Source: an optimization exercise on an open RTL-to-GDS flow (aim: small area). Production flows keep margins and buffers that such runs may drop. Where RTL was checked, it was by simulation tests only, not by an equivalence proof against the original.

==> inputs of job 4830 <==
==> flow/design.v <==
package uart_pkg;
    typedef logic [7:0] byte_t;
    localparam int DATA_BITS = 8;
    localparam logic LINE_IDLE = 1'b1;
    localparam logic START_LEVEL = 1'b0;
    localparam int CLOCKS_PER_BIT_DEFAULT = 32;
    localparam int FIFO_DEPTH_DEFAULT = 256;
endpackage
`timescale 1ns/1ps
module uart_rx #(
    parameter int CLOCKS_PER_BIT = uart_pkg::CLOCKS_PER_BIT_DEFAULT
) (
    input  logic            clk,
    input  logic            i_reset,
    input  logic            i_uart_rx,
    output logic            o_valid,
    output uart_pkg::byte_t o_data
);
    localparam int CNT_W = $clog2(CLOCKS_PER_BIT);
    localparam int BIT_W = $clog2(uart_pkg::DATA_BITS);
    localparam logic [CNT_W-1:0] FULL_BIT = CNT_W'(CLOCKS_PER_BIT - 1);
    localparam logic [CNT_W-1:0] HALF_BIT = CNT_W'(CLOCKS_PER_BIT / 2 - 1);
    localparam logic [BIT_W-1:0] LAST_BIT = BIT_W'(uart_pkg::DATA_BITS - 1);
    typedef enum logic [1:0] {
        ST_IDLE,
        ST_START,
        ST_DATA,
        ST_STOP
    } state_t;
    state_t          state;
    logic [CNT_W-1:0] bit_time;
    logic [BIT_W-1:0] bit_cnt;
    uart_pkg::byte_t  shift_reg;
    logic rx_meta;
    logic rx_sync;
    logic rx_prev;
    always_ff @(posedge clk) begin
        if (i_reset) begin
            rx_meta <= uart_pkg::LINE_IDLE;
            rx_sync <= uart_pkg::LINE_IDLE;
            rx_prev <= uart_pkg::LINE_IDLE;
        end else begin
            rx_meta <= i_uart_rx;
            rx_sync <= rx_meta;
            rx_prev <= rx_sync;
        end
    end
    always_ff @(posedge clk) begin
        if (i_reset) begin
            state    <= ST_IDLE;
            bit_time <= '0;
            bit_cnt  <= '0;
            o_valid  <= 1'b0;
        end else begin
            o_valid <= 1'b0;
            case (state)
                ST_IDLE: begin
                    if (rx_prev == uart_pkg::LINE_IDLE &&
                        rx_sync == uart_pkg::START_LEVEL) begin
                        state    <= ST_START;
                        bit_time <= HALF_BIT;
                    end
                end
                ST_START: begin
                    if (bit_time != '0) begin
                        bit_time <= bit_time - 1'b1;
                    end else if (rx_sync == uart_pkg::START_LEVEL) begin
                        state    <= ST_DATA;
                        bit_time <= FULL_BIT;
                        bit_cnt  <= '0;
                    end else begin
                        state <= ST_IDLE;
                    end
                end
                ST_DATA: begin
                    if (bit_time != '0) begin
                        bit_time <= bit_time - 1'b1;
                    end else begin
                        bit_time <= FULL_BIT;
                        if (bit_cnt == LAST_BIT) begin
                            state <= ST_STOP;
                        end else begin
                            bit_cnt <= bit_cnt + 1'b1;
                        end
                    end
                end
                ST_STOP: begin
                    if (bit_time != '0) begin
                        bit_time <= bit_time - 1'b1;
                    end else begin
                        o_valid <= (rx_sync == uart_pkg::LINE_IDLE);
                        state   <= ST_IDLE;
                    end
                end
                default: state <= ST_IDLE;
            endcase
        end
    end
    always_ff @(posedge clk) begin
        if (state == ST_DATA && bit_time == '0) begin
            shift_reg <= {rx_sync, shift_reg[7:1]};
        end
    end
    assign o_data = shift_reg;
endmodule
`timescale 1ns/1ps
module byte_fifo #(
    parameter int FIFO_DEPTH = uart_pkg::FIFO_DEPTH_DEFAULT
) (
    input  logic            clk,
    input  logic            i_reset,
    input  logic            i_valid,
    input  uart_pkg::byte_t i_data,
    output logic            o_valid,
    output uart_pkg::byte_t o_data,
    input  logic            i_ready
);
    localparam int AW = $clog2(FIFO_DEPTH);
    logic [AW-1:0] wr_pos;
    logic [AW-1:0] rd_pos;
    logic          last_wr;
    logic          rd_pend;
    logic ptr_eq;
    logic mem_empty;
    logic mem_full;
    logic out_load;
    logic bypass;
    logic mem_wr;
    logic mem_rd;
    assign ptr_eq    = (wr_pos == rd_pos);
    assign mem_empty = ptr_eq && !last_wr;
    assign mem_full  = ptr_eq && last_wr;
    assign out_load = !o_valid || i_ready;
    assign bypass = out_load && mem_empty && i_valid;
    assign mem_wr = i_valid && !mem_full && !bypass;
    assign mem_rd = out_load && !mem_empty;
    logic [8*FIFO_DEPTH-1:0] ring;
    uart_pkg::byte_t         ring_out;
    uart_pkg::byte_t         ring_in;
    uart_pkg::byte_t         wr_buf;
    logic                    wr_hit;
    logic                    rd_hit;
    assign ring_out = ring[8*FIFO_DEPTH-1 -: 8];
    assign wr_hit   = (wr_pos == '0);
    assign rd_hit   = rd_pend && (rd_pos == '0);
    assign ring_in  = wr_hit ? wr_buf : ring_out;
    always_ff @(posedge clk) begin
        ring <= {ring[8*FIFO_DEPTH-9:0], ring_in};
    end
    always_ff @(posedge clk) begin
        if (i_reset) begin
            wr_pos  <= '0;
            rd_pos  <= '0;
            last_wr <= 1'b0;
            rd_pend <= 1'b0;
            o_valid <= 1'b0;
        end else begin
            if (!mem_wr) begin
                wr_pos <= wr_pos - 1'b1;
            end
            if (!mem_rd) begin
                rd_pos <= rd_pos - 1'b1;
            end
            if (mem_wr) begin
                last_wr <= 1'b1;
            end else if (mem_rd) begin
                last_wr <= 1'b0;
            end
            if (mem_rd) begin
                rd_pend <= 1'b1;
            end else if (rd_hit) begin
                rd_pend <= 1'b0;
            end
            if (out_load) begin
                o_valid <= mem_rd || bypass;
            end
        end
    end
    always_ff @(posedge clk) begin
        if (mem_wr) begin
            wr_buf <= i_data;
        end
    end
    always_ff @(posedge clk) begin
        if (rd_hit) begin
            o_data <= mem_full ? ring_out : ring_in;
        end else if (bypass) begin
            o_data <= i_data;
        end
    end
endmodule
`timescale 1ns/1ps
module uart_tx #(
    parameter int CLOCKS_PER_BIT = uart_pkg::CLOCKS_PER_BIT_DEFAULT
) (
    input  logic            clk,
    input  logic            i_reset,
    input  logic            i_valid,
    input  uart_pkg::byte_t i_data,
    output logic            o_ready,
    output logic            o_uart_tx
);
    localparam int CNT_W = $clog2(CLOCKS_PER_BIT);
    localparam int BIT_W = $clog2(uart_pkg::DATA_BITS);
    localparam logic [CNT_W-1:0] FULL_BIT = CNT_W'(CLOCKS_PER_BIT - 1);
    localparam logic [BIT_W-1:0] LAST_BIT = BIT_W'(uart_pkg::DATA_BITS - 1);
    typedef enum logic [1:0] {
        ST_IDLE,
        ST_START,
        ST_DATA,
        ST_STOP
    } state_t;
    state_t           state;
    logic [CNT_W-1:0] bit_time;
    logic [BIT_W-1:0] bit_cnt;
    uart_pkg::byte_t  shift_reg;
    logic             bit_end;
    logic             shift_out;
    assign o_ready = (state == ST_IDLE);
    assign bit_end = (bit_time == '0);
    assign shift_out = bit_end &&
                       ((state == ST_START) ||
                        (state == ST_DATA && bit_cnt != LAST_BIT));
    always_ff @(posedge clk) begin
        if (i_reset) begin
            state     <= ST_IDLE;
            bit_time  <= '0;
            bit_cnt   <= '0;
            o_uart_tx <= uart_pkg::LINE_IDLE;
        end else begin
            case (state)
                ST_IDLE: begin
                    if (i_valid) begin
                        state     <= ST_START;
                        bit_time  <= FULL_BIT;
                        o_uart_tx <= uart_pkg::START_LEVEL;
                    end
                end
                ST_START: begin
                    if (bit_end) begin
                        state     <= ST_DATA;
                        bit_time  <= FULL_BIT;
                        bit_cnt   <= '0;
                        o_uart_tx <= shift_reg[0];
                    end else begin
                        bit_time <= bit_time - 1'b1;
                    end
                end
                ST_DATA: begin
                    if (!bit_end) begin
                        bit_time <= bit_time - 1'b1;
                    end else if (bit_cnt == LAST_BIT) begin
                        state     <= ST_STOP;
                        bit_time  <= FULL_BIT;
                        o_uart_tx <= uart_pkg::LINE_IDLE;
                    end else begin
                        bit_time  <= FULL_BIT;
                        bit_cnt   <= bit_cnt + 1'b1;
                        o_uart_tx <= shift_reg[0];
                    end
                end
                ST_STOP: begin
                    if (bit_end) begin
                        state <= ST_IDLE;
                    end else begin
                        bit_time <= bit_time - 1'b1;
                    end
                end
                default: state <= ST_IDLE;
            endcase
        end
    end
    always_ff @(posedge clk) begin
        if (o_ready && i_valid) begin
            shift_reg <= i_data;
        end else if (shift_out) begin
            shift_reg <= shift_reg >> 1;
        end
    end
endmodule
`timescale 1ns/1ps
module uart_echo_top #(
    parameter int CLOCKS_PER_BIT = uart_pkg::CLOCKS_PER_BIT_DEFAULT,
    parameter int FIFO_DEPTH     = uart_pkg::FIFO_DEPTH_DEFAULT
) (
    input  logic clk,
    input  logic i_reset,
    input  logic i_uart_rx,
    output logic o_uart_tx
);
    logic            rx_valid;
    uart_pkg::byte_t rx_data;
    logic            fifo_valid;
    uart_pkg::byte_t fifo_data;
    logic            tx_ready;
    uart_rx #(
        .CLOCKS_PER_BIT (CLOCKS_PER_BIT)
    ) uart_rx0 (
        .clk       (clk),
        .i_reset   (i_reset),
        .i_uart_rx (i_uart_rx),
        .o_valid   (rx_valid),
        .o_data    (rx_data)
    );
    byte_fifo #(
        .FIFO_DEPTH (FIFO_DEPTH)
    ) byte_fifo0 (
        .clk     (clk),
        .i_reset (i_reset),
        .i_valid (rx_valid),
        .i_data  (rx_data),
        .o_valid (fifo_valid),
        .o_data  (fifo_data),
        .i_ready (tx_ready)
    );
    uart_tx #(
        .CLOCKS_PER_BIT (CLOCKS_PER_BIT)
    ) uart_tx0 (
        .clk       (clk),
        .i_reset   (i_reset),
        .i_valid   (fifo_valid),
        .i_data    (fifo_data),
        .o_ready   (tx_ready),
        .o_uart_tx (o_uart_tx)
    );
endmodule
==> flow/run.sh <==
#!/bin/bash
# synth_recipe.tcl (not shown) runs the flow's synth.tcl, then flattens the netlist and writes it again
# the make line also repeats each setting of config.mk as NAME=value (left out here)
make -C /OpenROAD-flow-scripts/flow DESIGN_CONFIG=/design/flow/config.mk WORK_HOME=/design/flow/orfs CLKGATE_MAP_FILE= SYNTH_SCRIPT=/design/flow/synth_recipe.tcl finish
==> flow/config.mk <==
export PLATFORM = sky130hd
export DESIGN_NAME = uart_echo_top
export DESIGN_NICKNAME = uart_echo_top
export VERILOG_FILES = /design/flow/design.v
export SDC_FILE = /design/flow/constraint.sdc
export NUM_CORES = 4
export LEC_CHECK = 0
export CAP_MARGIN = 20
export CORE_MARGIN = 2
export CORE_UTILIZATION = 72
export CTS_BUF_LIST = sky130_fd_sc_hd__clkbuf_8
export CTS_CLUSTER_DIAMETER = 80
export CTS_CLUSTER_SIZE = 16
export SLEW_MARGIN = 20
==> flow/constraint.sdc <==
create_clock -name core_clock -period 8.0 [get_ports {clk}]
set_input_delay 1.6000 -clock core_clock [delete_from_list [all_inputs] [get_ports {clk}]]
set_output_delay 1.6000 -clock core_clock [all_outputs]
set_load 0.01 [all_outputs]
==> job 2840: changes against job 4830 <==
--- a/flow/design.v
+++ b/flow/design.v
@@ -116,64 +116,73 @@
     input  logic            i_ready
 );
     localparam int AW = $clog2(FIFO_DEPTH);
-    logic [AW-1:0] wr_pos;
-    logic [AW-1:0] rd_pos;
-    logic          last_wr;
-    logic          rd_pend;
-    logic ptr_eq;
+    logic [AW:0] wr_ptr;
+    logic [AW:0] rd_ptr;
     logic mem_empty;
     logic mem_full;
     logic out_load;
     logic bypass;
     logic mem_wr;
     logic mem_rd;
-    assign ptr_eq    = (wr_pos == rd_pos);
-    assign mem_empty = ptr_eq && !last_wr;
-    assign mem_full  = ptr_eq && last_wr;
+    assign mem_empty = (wr_ptr == rd_ptr);
+    assign mem_full  = (wr_ptr[AW] != rd_ptr[AW]) &&
+                       (wr_ptr[AW-1:0] == rd_ptr[AW-1:0]);
     assign out_load = !o_valid || i_ready;
     assign bypass = out_load && mem_empty && i_valid;
     assign mem_wr = i_valid && !mem_full && !bypass;
     assign mem_rd = out_load && !mem_empty;
+    always_ff @(posedge clk) begin
+        if (i_reset) begin
+            wr_ptr  <= '0;
+            rd_ptr  <= '0;
+            o_valid <= 1'b0;
+        end else begin
+            if (mem_wr) begin
+                wr_ptr <= wr_ptr + 1'b1;
+            end
+            if (mem_rd) begin
+                rd_ptr <= rd_ptr + 1'b1;
+            end
+            if (out_load) begin
+                o_valid <= mem_rd || bypass;
+            end
+        end
+    end
     logic [8*FIFO_DEPTH-1:0] ring;
     uart_pkg::byte_t         ring_out;
     uart_pkg::byte_t         ring_in;
-    uart_pkg::byte_t         wr_buf;
-    logic                    wr_hit;
-    logic                    rd_hit;
+    logic [AW-1:0] rot;
+    uart_pkg::byte_t wr_buf;
+    logic            wr_pend;
+    logic            rd_pend;
+    logic            wr_hit;
+    logic            rd_hit;
+    logic            rd_from_buf;
     assign ring_out = ring[8*FIFO_DEPTH-1 -: 8];
-    assign wr_hit   = (wr_pos == '0);
-    assign rd_hit   = rd_pend && (rd_pos == '0);
+    assign wr_hit   = wr_pend && (rot == wr_ptr[AW-1:0]);
+    assign rd_hit   = rd_pend && (rot == rd_ptr[AW-1:0]);
     assign ring_in  = wr_hit ? wr_buf : ring_out;
+    assign rd_from_buf = wr_pend && (wr_ptr[AW-1:0] == rd_ptr[AW-1:0] + 1'b1);
     always_ff @(posedge clk) begin
         ring <= {ring[8*FIFO_DEPTH-9:0], ring_in};
     end
     always_ff @(posedge clk) begin
         if (i_reset) begin
-            wr_pos  <= '0;
-            rd_pos  <= '0;
-            last_wr <= 1'b0;
+            rot     <= '0;
+            wr_pend <= 1'b0;
             rd_pend <= 1'b0;
-            o_valid <= 1'b0;
         end else begin
-            if (!mem_wr) begin
-                wr_pos <= wr_pos - 1'b1;
-            end
-            if (!mem_rd) begin
-                rd_pos <= rd_pos - 1'b1;
-            end
+            rot <= rot + 1'b1;
             if (mem_wr) begin
-                last_wr <= 1'b1;
-            end else if (mem_rd) begin
-                last_wr <= 1'b0;
+                wr_pend <= 1'b1;
+            end else if (wr_hit || (mem_rd && rd_from_buf)) begin
+                wr_pend <= 1'b0;
             end
             if (mem_rd) begin
-                rd_pend <= 1'b1;
+                rd_pend <= !rd_from_buf;
             end else if (rd_hit) begin
                 rd_pend <= 1'b0;
             end
-            if (out_load) begin
-                o_valid <= mem_rd || bypass;
-            end
         end
     end
     always_ff @(posedge clk) begin
@@ -182,8 +191,10 @@
         end
     end
     always_ff @(posedge clk) begin
-        if (rd_hit) begin
-            o_data <= mem_full ? ring_out : ring_in;
+        if (mem_rd && rd_from_buf) begin
+            o_data <= wr_buf;
+        end else if (rd_hit) begin
+            o_data <= ring_out;
         end else if (bypass) begin
             o_data <= i_data;
         end
- CORE_UTILIZATION: 72 -> 80
==> results.toml <==
[synthesis]
synth_mux_area_frac = 0.008570
synthXorXnorAreaFrac = 0.01042
synth_top_area_frac = 0.9267
syn_area_sq_um = 45410
synthTopCellsByArea = "dfxtp_1 93%, edfxtp_1 2.1%, mux2_2 0.77%"
synthesis.nets = 2509
yosys.cell_types.count = 49
synth-compound-area-share = 0.008377
synthAdderAreaFrac = 0.004684

[outcome]
stop_error = "[ERROR DPL-0033] detailed placement checks failed during check placement."
status = "stopped before the end"
lastStage = "3_5_place_dp"

[floorplan]
rows = 87
fp.dieH_um = 242.2
[end of results for job 2840]
==> results.toml <==
[synthesis]
synth_top_area_frac = 0.9350
synthAdderAreaFrac = 0.004749
synthesis.nets = 2469
synth-compound-area-share = 0.01366
syn_area_sq_um = 44790
yosys.cell_types.count = 50
synth_mux_area_frac = 0.002738
synthXorXnorAreaFrac = 0.002346

[clock_network]
cts.sink_count = 2124

[placed_design]
pre_cts_slack_ps = 4800

[grt]
grtUsageMet3 = 0.03968

[floorplan]
rows = 91
initial_core_util = 0.7272

[sta]
rsz0062_at_grt = "false"

[setup_path]
required_ps = 6400

[outcome]
status = "no timing/DRC/antenna violations"
[end of results for job 4830]
Only the layout flow was run in job 4830; the RTL was not checked for function there.

[what the ideal ports hide]
How much do the figures lean on ideal ports? The routed layout below was timed once more, with nothing changed but the port constraints.
Step 1 assumes that a clkbuf_16 drives the clock port and a buf_2 every other input.
Step 2 times the ports against the registers' clock, not the clock port: input delays grow and output delays shrink by t, the midpoint of the rising clock arrivals with the driver on.
Three values: ideal ports, drivers, drivers and shift; two values: the first two.
run: job 4830
t, ns: 0.822
slack for setup (ns): 4.652 / 4.593 / 4.793
worst slew at a driven data input, ns: 0.03
cell pins on the clock port's net: 1
After both steps job 4830 still meets setup and hold. The setup slack of job 4830 moves by -0.059 ns with the drivers and by +0.141 ns with both steps.
